This is an optimization exercise on Yosys and OpenROAD, whose aim is small area, not a production implementation. Only simulation tests tie the RTL to the original design; equivalence was not proved. Power figures rest on the tool's default switching activity, not on a simulated workload.

==> trial 92 <==
==> flow/design.v <==
module ip_hold #(parameter int W = 32) (
	input  logic         we,
	input  logic         web,
	input  logic [W-1:0] n,
	input  logic [W-1:0] q,
	output logic [W-1:0] d
);
	assign d = ({W{we}} & n) | ({W{web}} & q);
endmodule
module ip_sel3 #(parameter int W = 32) (
	input  logic         s0,
	input  logic         s1,
	input  logic         s2,
	input  logic [W-1:0] a0,
	input  logic [W-1:0] a1,
	input  logic [W-1:0] a2,
	output logic [W-1:0] y
);
	assign y = ({W{s0}} & a0) | ({W{s1}} & a1) | ({W{s2}} & a2);
endmodule
module ip_mask #(parameter int W = 32) (
	input  logic         sb,
	input  logic [W-1:0] qn,
	output logic [W-1:0] y
);
	assign y = ~({W{sb}} | qn);
endmodule
module intra_pred_regs (
	input  logic         clk,
	input  logic         rst_n,
	input  logic         ena,
	input  logic [4:0]   blk4x4_counter,
	input  logic [35:0]  pred_wr,          
	input  logic [34:0]  up_wr,            
	input  logic [36:0]  left_wr,          
	input  logic [2:0]   preload_counter,
	input  logic [95:0]  line_ram,         
	output logic [127:0] intra_pred,
	output logic [127:0] up_mb,
	output logic [127:0] left_mb
);
	logic sel_l, sel_b, sel_r;
	assign sel_l = ~blk4x4_counter[4];
	assign sel_b = blk4x4_counter[4] & ~blk4x4_counter[3] & ~blk4x4_counter[2];
	assign sel_r = blk4x4_counter[4] & (blk4x4_counter[3] | blk4x4_counter[2]);
	logic [127:0] pn_q;                    
	logic [127:0] pn_d;
	logic [3:0]   pv_q;
	logic         p_dc, p_col;
	logic [1:0]   p_c;
	logic [3:0]   p_we;
	logic [31:0]  p_nn;                    
	logic [31:0]  p_cq [4];                
	logic [31:0]  p_cd [4];
	assign p_dc  = ena & (pred_wr[35:34] == 2'd2);
	assign p_col = ena & (pred_wr[35:34] == 2'd1);
	assign p_c   = ~pred_wr[33:32];        
	always_comb begin
		for (int r = 0; r < 4; r++)
			p_nn[r*8 +: 8] = p_dc ? ~pred_wr[7:0] : ~pred_wr[r*8 +: 8];
		for (int c = 0; c < 4; c++)
			p_we[c] = p_dc | (p_col & (p_c == 2'(c)));
	end
	always_ff @(posedge clk or negedge rst_n) begin
		if (!rst_n) pv_q <= '0;
		else        pv_q <= pv_q | p_we;
	end
	for (genvar c = 0; c < 4; c++) begin : g_pcol
		for (genvar r = 0; r < 4; r++) begin : g_prow
			assign p_cq[c][r*8 +: 8]          = pn_q[(4*r+c)*8 +: 8];
			assign pn_d[(4*r+c)*8 +: 8]       = p_cd[c][r*8 +: 8];
		end
		ip_hold #(32) u_hold (.we(p_we[c]), .web(~p_we[c]), .n(p_nn), .q(p_cq[c]), .d(p_cd[c]));
		ip_mask #(32) u_mask (.sb(~pv_q[c]), .qn(p_cq[c]), .y({
			intra_pred[(12+c)*8 +: 8], intra_pred[(8+c)*8 +: 8],
			intra_pred[(4+c)*8 +: 8], intra_pred[c*8 +: 8]}));
	end
	always_ff @(posedge clk) pn_q <= pn_d;
	logic [127:0] ul_q, ul_d;              
	logic [63:0]  ub_q, ub_d, ur_q, ur_d;
	logic [3:0]   ulv_q;
	logic [1:0]   ucv_q;                   
	logic         u_pre;
	logic [1:0]   u_slot;
	logic [3:0]   ul_we;
	logic [1:0]   uc_we;
	logic [31:0]  ul_n, ul_nn;
	logic [31:0]  ul_nk [4];               
	assign u_pre  = (preload_counter != 3'd0) && (preload_counter <= 3'd4);
	assign u_slot = 2'(3'd4 - preload_counter);
	assign ul_n   = u_pre ? line_ram[95:64] : up_wr[31:0];
	assign ul_nn  = u_pre ? ~line_ram[95:64] : ~up_wr[31:0];
	assign ul_nk[0] = ul_n;
	assign ul_nk[1] = ul_n;
	assign ul_nk[2] = ul_nn;
	assign ul_nk[3] = ul_nn;
	assign uc_we[0] = ena & (preload_counter == 3'd2);
	assign uc_we[1] = ena & (preload_counter == 3'd1);
	always_comb begin
		for (int q = 0; q < 4; q++)
			ul_we[q] = ena & (u_pre ? (u_slot == 2'(q)) : (up_wr[34] & (up_wr[33:32] == 2'(q))));
	end
	always_ff @(posedge clk or negedge rst_n) begin
		if (!rst_n) begin
			ulv_q <= '0;
			ucv_q <= '0;
		end else begin
			ulv_q <= ulv_q | ul_we;
			ucv_q <= ucv_q | uc_we;
		end
	end
	for (genvar k = 0; k < 4; k++) begin : g_ul
		ip_hold #(32) u_hold (.we(ul_we[k]), .web(~ul_we[k]), .n(ul_nk[k]),
			.q(ul_q[k*32 +: 32]), .d(ul_d[k*32 +: 32]));
	end
	for (genvar k = 0; k < 2; k++) begin : g_uc
		ip_hold #(32) u_hold_b (.we(uc_we[k]), .web(~uc_we[k]), .n(line_ram[63:32]),
			.q(ub_q[k*32 +: 32]), .d(ub_d[k*32 +: 32]));
		ip_hold #(32) u_hold_r (.we(uc_we[k]), .web(~uc_we[k]), .n(line_ram[31:0]),
			.q(ur_q[k*32 +: 32]), .d(ur_d[k*32 +: 32]));
	end
	always_ff @(posedge clk) begin
		ul_q <= ul_d;
		ub_q <= ub_d;
		ur_q <= ur_d;
	end
	logic [127:0] ll_q, ll_d;              
	logic [63:0]  lb_q, lb_d, lr_q, lr_d;
	logic [3:0]   llv_q;
	logic [1:0]   lbv_q, lrv_q;
	logic [3:0]   ll_we;
	logic [1:0]   lb_we, lr_we;
	logic         l_wr;
	logic [31:0]  ll_nk [4];
	assign ll_nk[0] = left_wr[31:0];
	assign ll_nk[1] = left_wr[31:0];
	assign ll_nk[2] = ~left_wr[31:0];
	assign ll_nk[3] = ~left_wr[31:0];
	assign l_wr = ena & left_wr[34];
	always_comb begin
		for (int q = 0; q < 4; q++)
			ll_we[q] = l_wr & (left_wr[36:35] == 2'd0) & (left_wr[33:32] == 2'(q));
		for (int q = 0; q < 2; q++) begin
			lb_we[q] = l_wr & (left_wr[36:35] == 2'd1) & (left_wr[32] == 1'(q));
			lr_we[q] = l_wr & (left_wr[36:35] == 2'd2) & (left_wr[32] == 1'(q));
		end
	end
	always_ff @(posedge clk or negedge rst_n) begin
		if (!rst_n) begin
			llv_q <= '0;
			lbv_q <= '0;
			lrv_q <= '0;
		end else begin
			llv_q <= llv_q | ll_we;
			lbv_q <= lbv_q | lb_we;
			lrv_q <= lrv_q | lr_we;
		end
	end
	for (genvar k = 0; k < 4; k++) begin : g_ll
		ip_hold #(32) u_hold (.we(ll_we[k]), .web(~ll_we[k]), .n(ll_nk[k]),
			.q(ll_q[k*32 +: 32]), .d(ll_d[k*32 +: 32]));
	end
	for (genvar k = 0; k < 2; k++) begin : g_lc
		ip_hold #(32) u_hold_b (.we(lb_we[k]), .web(~lb_we[k]), .n(left_wr[31:0]),
			.q(lb_q[k*32 +: 32]), .d(lb_d[k*32 +: 32]));
		ip_hold #(32) u_hold_r (.we(lr_we[k]), .web(~lr_we[k]), .n(left_wr[31:0]),
			.q(lr_q[k*32 +: 32]), .d(lr_d[k*32 +: 32]));
	end
	always_ff @(posedge clk) begin
		ll_q <= ll_d;
		lb_q <= lb_d;
		lr_q <= lr_d;
	end
	for (genvar k = 0; k < 2; k++) begin : g_lo
		ip_sel3 #(32) u_up (.s0(sel_l & ulv_q[k]), .s1(sel_b & ucv_q[k]), .s2(sel_r & ucv_q[k]),
			.a0(ul_q[k*32 +: 32]), .a1(ub_q[k*32 +: 32]), .a2(ur_q[k*32 +: 32]), .y(up_mb[k*32 +: 32]));
		ip_sel3 #(32) u_left (.s0(sel_l & llv_q[k]), .s1(sel_b & lbv_q[k]), .s2(sel_r & lrv_q[k]),
			.a0(ll_q[k*32 +: 32]), .a1(lb_q[k*32 +: 32]), .a2(lr_q[k*32 +: 32]), .y(left_mb[k*32 +: 32]));
	end
	for (genvar k = 2; k < 4; k++) begin : g_hi
		ip_mask #(32) u_up (.sb(~(sel_l & ulv_q[k])), .qn(ul_q[k*32 +: 32]), .y(up_mb[k*32 +: 32]));
		ip_mask #(32) u_left (.sb(~(sel_l & llv_q[k])), .qn(ll_q[k*32 +: 32]), .y(left_mb[k*32 +: 32]));
	end
endmodule
==> flow/run.sh <==
#!/bin/bash
# synth_recipe.tcl (not shown) runs the flow's synth.tcl, then flattens the netlist and writes it again
# the make line also repeats each setting of config.mk as NAME=value (left out here)
make -C /OpenROAD-flow-scripts/flow DESIGN_CONFIG=/design/flow/config.mk WORK_HOME=/design/flow/orfs CLKGATE_MAP_FILE= SYNTH_SCRIPT=/design/flow/synth_recipe.tcl finish
==> flow/config.mk <==
export PLATFORM = sky130hd
export DESIGN_NAME = intra_pred_regs
export DESIGN_NICKNAME = intra_pred_regs
export VERILOG_FILES = /design/flow/design.v
export SDC_FILE = /design/flow/constraint.sdc
export NUM_CORES = 4
export LEC_CHECK = 0
export CAP_MARGIN = 20
export CORE_MARGIN = 2
export CORE_UTILIZATION = 40
export SLEW_MARGIN = 20
export SYNTH_HIERARCHICAL = 1
==> flow/constraint.sdc <==
create_clock -name core_clock -period 4.0 [get_ports {clk}]
set_input_delay 0.8000 -clock core_clock [delete_from_list [all_inputs] [get_ports {clk}]]
set_output_delay 0.8000 -clock core_clock [all_outputs]
set_load 0.01 [all_outputs]
==> inputs of build 59, as changes to trial 92 <==
==> flow/flow/run.sh (new file) <==
#!/bin/bash
# Layout: the standard flow, with two changes:
#  - port buffers are the smallest buffer, buf_1
#  - CTS builds the tree from small clock buffers and adds no dummy loads
set -euo pipefail
bash standard.sh \
  BUFFER_PORTS_ARGS="-buffer_cell sky130_fd_sc_hd__buf_1" \
  CTS_ARGS="-sink_clustering_enable -repair_clock_nets -buf_list sky130_fd_sc_hd__clkbuf_8 -sink_clustering_size 16 -sink_clustering_max_diameter 60 -dont_use_dummy_load" \
  finish > standard_flow.log 2>&1
==> flow/standard.sh (new file) <==
#!/bin/bash
# synth_recipe.tcl (not shown) runs the flow's synth.tcl, then flattens the netlist and writes it again
# the make line also repeats each setting of config.mk as NAME=value (left out here)
make -C /OpenROAD-flow-scripts/flow DESIGN_CONFIG=/design/flow/config.mk WORK_HOME=/design/flow/orfs CLKGATE_MAP_FILE= SYNTH_SCRIPT=/design/flow/synth_recipe.tcl "${@:-finish}"
--- a/flow/config.mk
+++ b/flow/config.mk
@@ -9,3 +9,4 @@
 export CORE_MARGIN = 2
-export CORE_UTILIZATION = 40
+export CORE_UTILIZATION = 60
+export PLACE_DENSITY = 0.75
 export SLEW_MARGIN = 20
removed: flow/run.sh
==> qor summary <==
item	build 59	trial 92
Status	finished clean	finished clean
Clock network power	0.00313 W	0.00678 W
Vertical extent of the die	209 um	255 um
Reg power frac	0.566	0.432
Fraction of standard cell area that is sequential	0.483	0.393
Timing startpoint of the critical path	blk4x4_counter[3]	blk4x4_counter[4]
Total of clock buffers placed in the layout	49	102
Antenna violations before repair	8	3
Die width	209 um	255 um
Non-clk bufs	657	679
Initial core utilization	0.604	0.402
Overall routing resource usage	0.351	0.265
WP buf/inv	4	5
Instance area at placement	0.0267 mm^2	0.0313 mm^2
Die Footprint	0.0437 mm^2	0.0651 mm^2
Via count of the first global-routing pass	20600	21300
Leakage power	12.6 nW	15.3 nW
Setup Slack @ Placement	0.262 ns	-0.203 ns
Per-cell via count in the routed design	6.50	5.73
Global-route track usage on met3	0.0804	0.0639
Core area	0.0418 mm^2	0.0627 mm^2
Clk pwr share	0.204	0.337
Critical path arrival	2.77 ns	3.08 ns
Routed WL per cell	24.5 um	24.4 um
Number of gates given a new drive strength after cts	0	2

-- static timing again, ports no longer ideal --
In the flow no input, the clock included, has a driving cell. The finished layouts below were timed again as built, in two steps. Step 1 (the two cells are an assumption about what drives the block):
set clk [get_ports {clk}]
set_driving_cell -lib_cell sky130_fd_sc_hd__clkbuf_16 $clk
set_driving_cell -lib_cell sky130_fd_sc_hd__buf_2 [delete_from_list [all_inputs] $clk]
Step 2 adds t to the input delays and takes it off the output delays; t is the mean of the earliest and latest rising clock arrival at the registers after step 1. Input paths then give back, and output paths get back, about the clock's delay inside the block. Slacks: no drivers / after step 1 / after step 2; pairs: no drivers / after step 1.
run	shift t [ns]	setup WS [ns]	worst register clock-pin slew, ns
trial 92	0.660	0.116 / 0.020 / 0.020	0.07 / 0.07
build 59	0.689	0.427 / 0.407 / 0.170	0.10 / 0.10
After both steps every run listed still meets setup and hold. For build 59, which loses most, drivers alone change the setup slack by -0.020 ns; drivers and shift together by -0.257 ns.
